This design comes from an exercise in tuning for small area, a short achievable clock period and few clock cycles per item on the open sky130 flow, not from production work.
The RTL was checked by simulation tests, not by an equivalence proof against the original design.
Power figures rest on the tool's default switching activity, not on a simulated workload.

// safe_stop_release_supervisor_top
module safe_stop_release_supervisor_top #(
    parameter int POS_BITS    = 20,
    parameter int STREAK_BITS = 16
) (
    input  logic                                clk,
    input  logic                                rst_n,
    input  logic [1:0]                          s_tuser,
    input  logic [ssrs_pkg::IN_DATA_W-1:0]      s_tdata,
    input  logic                                s_tvalid,
    output logic                                s_tready,
    output logic [ssrs_pkg::OUT_DATA_W-1:0]     m_tdata,
    output logic                                m_tvalid,
    input  logic                                m_tready,
    input  logic                                cfg_valid,
    output logic                                cfg_ready,
    input  logic [ssrs_pkg::CFG_IDX_W-1:0]      cfg_index,
    input  logic [ssrs_pkg::POS_W-1:0]          cfg_data
);
    localparam logic [19:0] CUT = 20'b1111_1111_1111_1111_1110;
    localparam int F_X   = 0;
    localparam int F_EV  = 1;
    localparam int F_AV  = 2;    
    localparam int F_CAN = 3;    
    localparam int F_CS  = 4;    
    localparam int F_NEG = 6;    
    localparam int FW    = 7;
    logic advance;         
    logic out_valid;
    logic skid_valid;
    logic rdy_q;           
    assign advance   = !skid_valid;
    assign s_tready  = rdy_q;
    assign cfg_ready = 1'b1;
    logic [3:0]  cfg_we;
    logic [19:0] track_len;
    logic [19:0] pass_margin;
    logic [15:0] stop_speed;
    logic [7:0]  confirm;
    always_comb
        for (int i = 0; i < 4; i++)
            cfg_we[i] = cfg_valid && (cfg_index == 8'(i));
    always_ff @(posedge clk or negedge rst_n)
    begin
  ...
export LEC_CHECK = 0
export ABC_CLOCK_PERIOD_IN_PS = 2000
export CAP_MARGIN = 20
export CORE_MARGIN = 2
export CORE_UTILIZATION = 40
export SETUP_SLACK_MARGIN = 5
export SLEW_MARGIN = 20
create_clock -name core_clock -period 8.0 [get_ports {clk}]
run.sh (not shown) runs the stock make flow with config.mk's settings and CLKGATE_MAP_FILE= SYNTH_SCRIPT=/design/flow/synth_recipe.tcl, a recipe that flattens the netlist after the stock synthesis.
The first run ran to the end with no violations.
Testbench counts at the start, summed over its fixed seeds: cycles 24,176, items 23,331.
Edit:
--- a/flow/design.v
+++ b/flow/design.v
@@ -289,18 +289,29 @@
     end
     logic [19:0] len_a, len_b_n, len_c, len_d_n;
     logic [3:0][19:0] len_g;
     always_ff @(posedge clk)
     begin
         if (cfg_we[0])
         begin
             len_a   <= cfg_data;
             len_b_n <= ~cfg_data;
+        end
+    end
+    always_ff @(posedge clk or negedge rst_n)
+    begin
+        if (!rst_n)
+        begin
+            len_c   <= '1;
+            len_d_n <= '0;
+        end
+        else if (cfg_we[0])
+        begin
             len_c   <= cfg_data;
             len_d_n <= ~cfg_data;
         end
     end
     assign len_g[0] = len_a;
     assign len_g[1] = ~len_b_n;
     assign len_g[2] = len_c;
     assign len_g[3] = ~len_d_n;
     logic [20:0][19:0]   xi;
Result:
- The new run finished with timing, DRC and antenna clean
- flip-flop and latch count went up by 15
- cell area went up by about 0.66%
- setup slack is better by 29 ps
- total power went down by about 0.7%
- die area went up by 0.99%
- routed wire length went up by 3.3%
- core utilization went down by 0.38 points
- synthesized cell count went up by about 1%
- sequential power went up by about 2%
Testbench counts after the change, summed over its fixed seeds: cycles 24,176, items 23,331.

--- another note on this design; it stands on its own ---

Setup of the baseline:
==> flow/design.v (excerpt) <==
module safe_stop_release_supervisor_top #(
    parameter int POS_BITS    = 20,
    parameter int STREAK_BITS = 16
) (
    input  logic                                clk,
    input  logic                                rst_n,
    input  logic [1:0]                          s_tuser,
    input  logic [ssrs_pkg::IN_DATA_W-1:0]      s_tdata,
    input  logic                                s_tvalid,
    output logic                                s_tready,
    output logic [ssrs_pkg::OUT_DATA_W-1:0]     m_tdata,
    output logic                                m_tvalid,
    input  logic                                m_tready,
    input  logic                                cfg_valid,
    output logic                                cfg_ready,
    input  logic [ssrs_pkg::CFG_IDX_W-1:0]      cfg_index,
    input  logic [ssrs_pkg::POS_W-1:0]          cfg_data
);
For scale: ~3800 cells after synthesis, about 890 flip-flops, ~44000 um^2 of cells after synthesis.
clock: 8.0 ns
lec_check: 0
abc_clock_period_in_ps: 2000
cap_margin: 20
core_margin: 2
core_utilization: 40
setup_slack_margin: 4.2
slew_margin: 20
run.sh (not shown) runs the stock make flow with config.mk's settings and CLKGATE_MAP_FILE= SYNTH_SCRIPT=/design/flow/synth_recipe.tcl, a recipe that flattens the netlist after the stock synthesis.
The flow did not stop early for the baseline: all stages ran, and the layout cleared the timing, design-rule and antenna checks.
Testbench counts of the baseline, summed over its fixed seeds: cycles 24,176, items 23,331.
> inputs changed (the baseline -> the candidate)
-- flow/config.mk --
<<< the baseline, line 12
export SETUP_SLACK_MARGIN = 4.2
>>> the candidate, line 12
export SETUP_SLACK_MARGIN = 4.0
- The flow did not stop early for the candidate: all stages ran, and the layout cleared the timing, design-rule and antenna checks.
- When the candidate is measured against the baseline, its power turns out about 1.5% lower.
- Per the comparison of the candidate with the baseline, total of clock buffers placed in the layout lower; sequential share of cell area higher.
- On number of primary I/O pins, the baseline tracks the candidate almost exactly.
- The baseline → the candidate: ratio of final minimum period to clock period went up 1.3 points; average vias per placed instance -0.52%; least setup slack across all paths after layout went down by 0.10 ns.

==> static timing again, ports no longer ideal <==
Ports are ideal in the flow. The routed layouts listed here were re-timed in OpenROAD.
Step 1, drivers: a clkbuf_16 drives clk and a buf_2 each remaining input, both assumed.
Step 2 times the ports against the registers' clock, not the clock port: input delays grow and output delays shrink by t, the midpoint of the rising clock arrivals with the driver on.
Slacks: ideal ports / drivers / drivers and shift; pairs: ideal ports / drivers.
run | shift t [ns] | setup slack, ns | worst register clock-pin slew, ns | worst slew at a driven data input, ns | pins driven straight from the clock port
the first run of note 1 | 0.744 | 3.995 / 3.995 / 3.995 | 0.06 / 0.06 | 0.10 | 1
the second run of note 1 | 0.746 | 4.024 / 4.024 / 4.024 | 0.07 / 0.07 | 0.09 | 1
the baseline | 0.750 | 3.966 / 3.966 / 3.773 | 0.07 / 0.07 | 0.09 | 1
the candidate | 0.756 | 3.863 / 3.863 / 3.830 | 0.08 / 0.08 | 0.08 | 1
After both steps every run listed still meets setup and hold. The setup slack of the baseline, which loses most, moves by 0.000 ns with the drivers and by -0.193 ns with both steps.
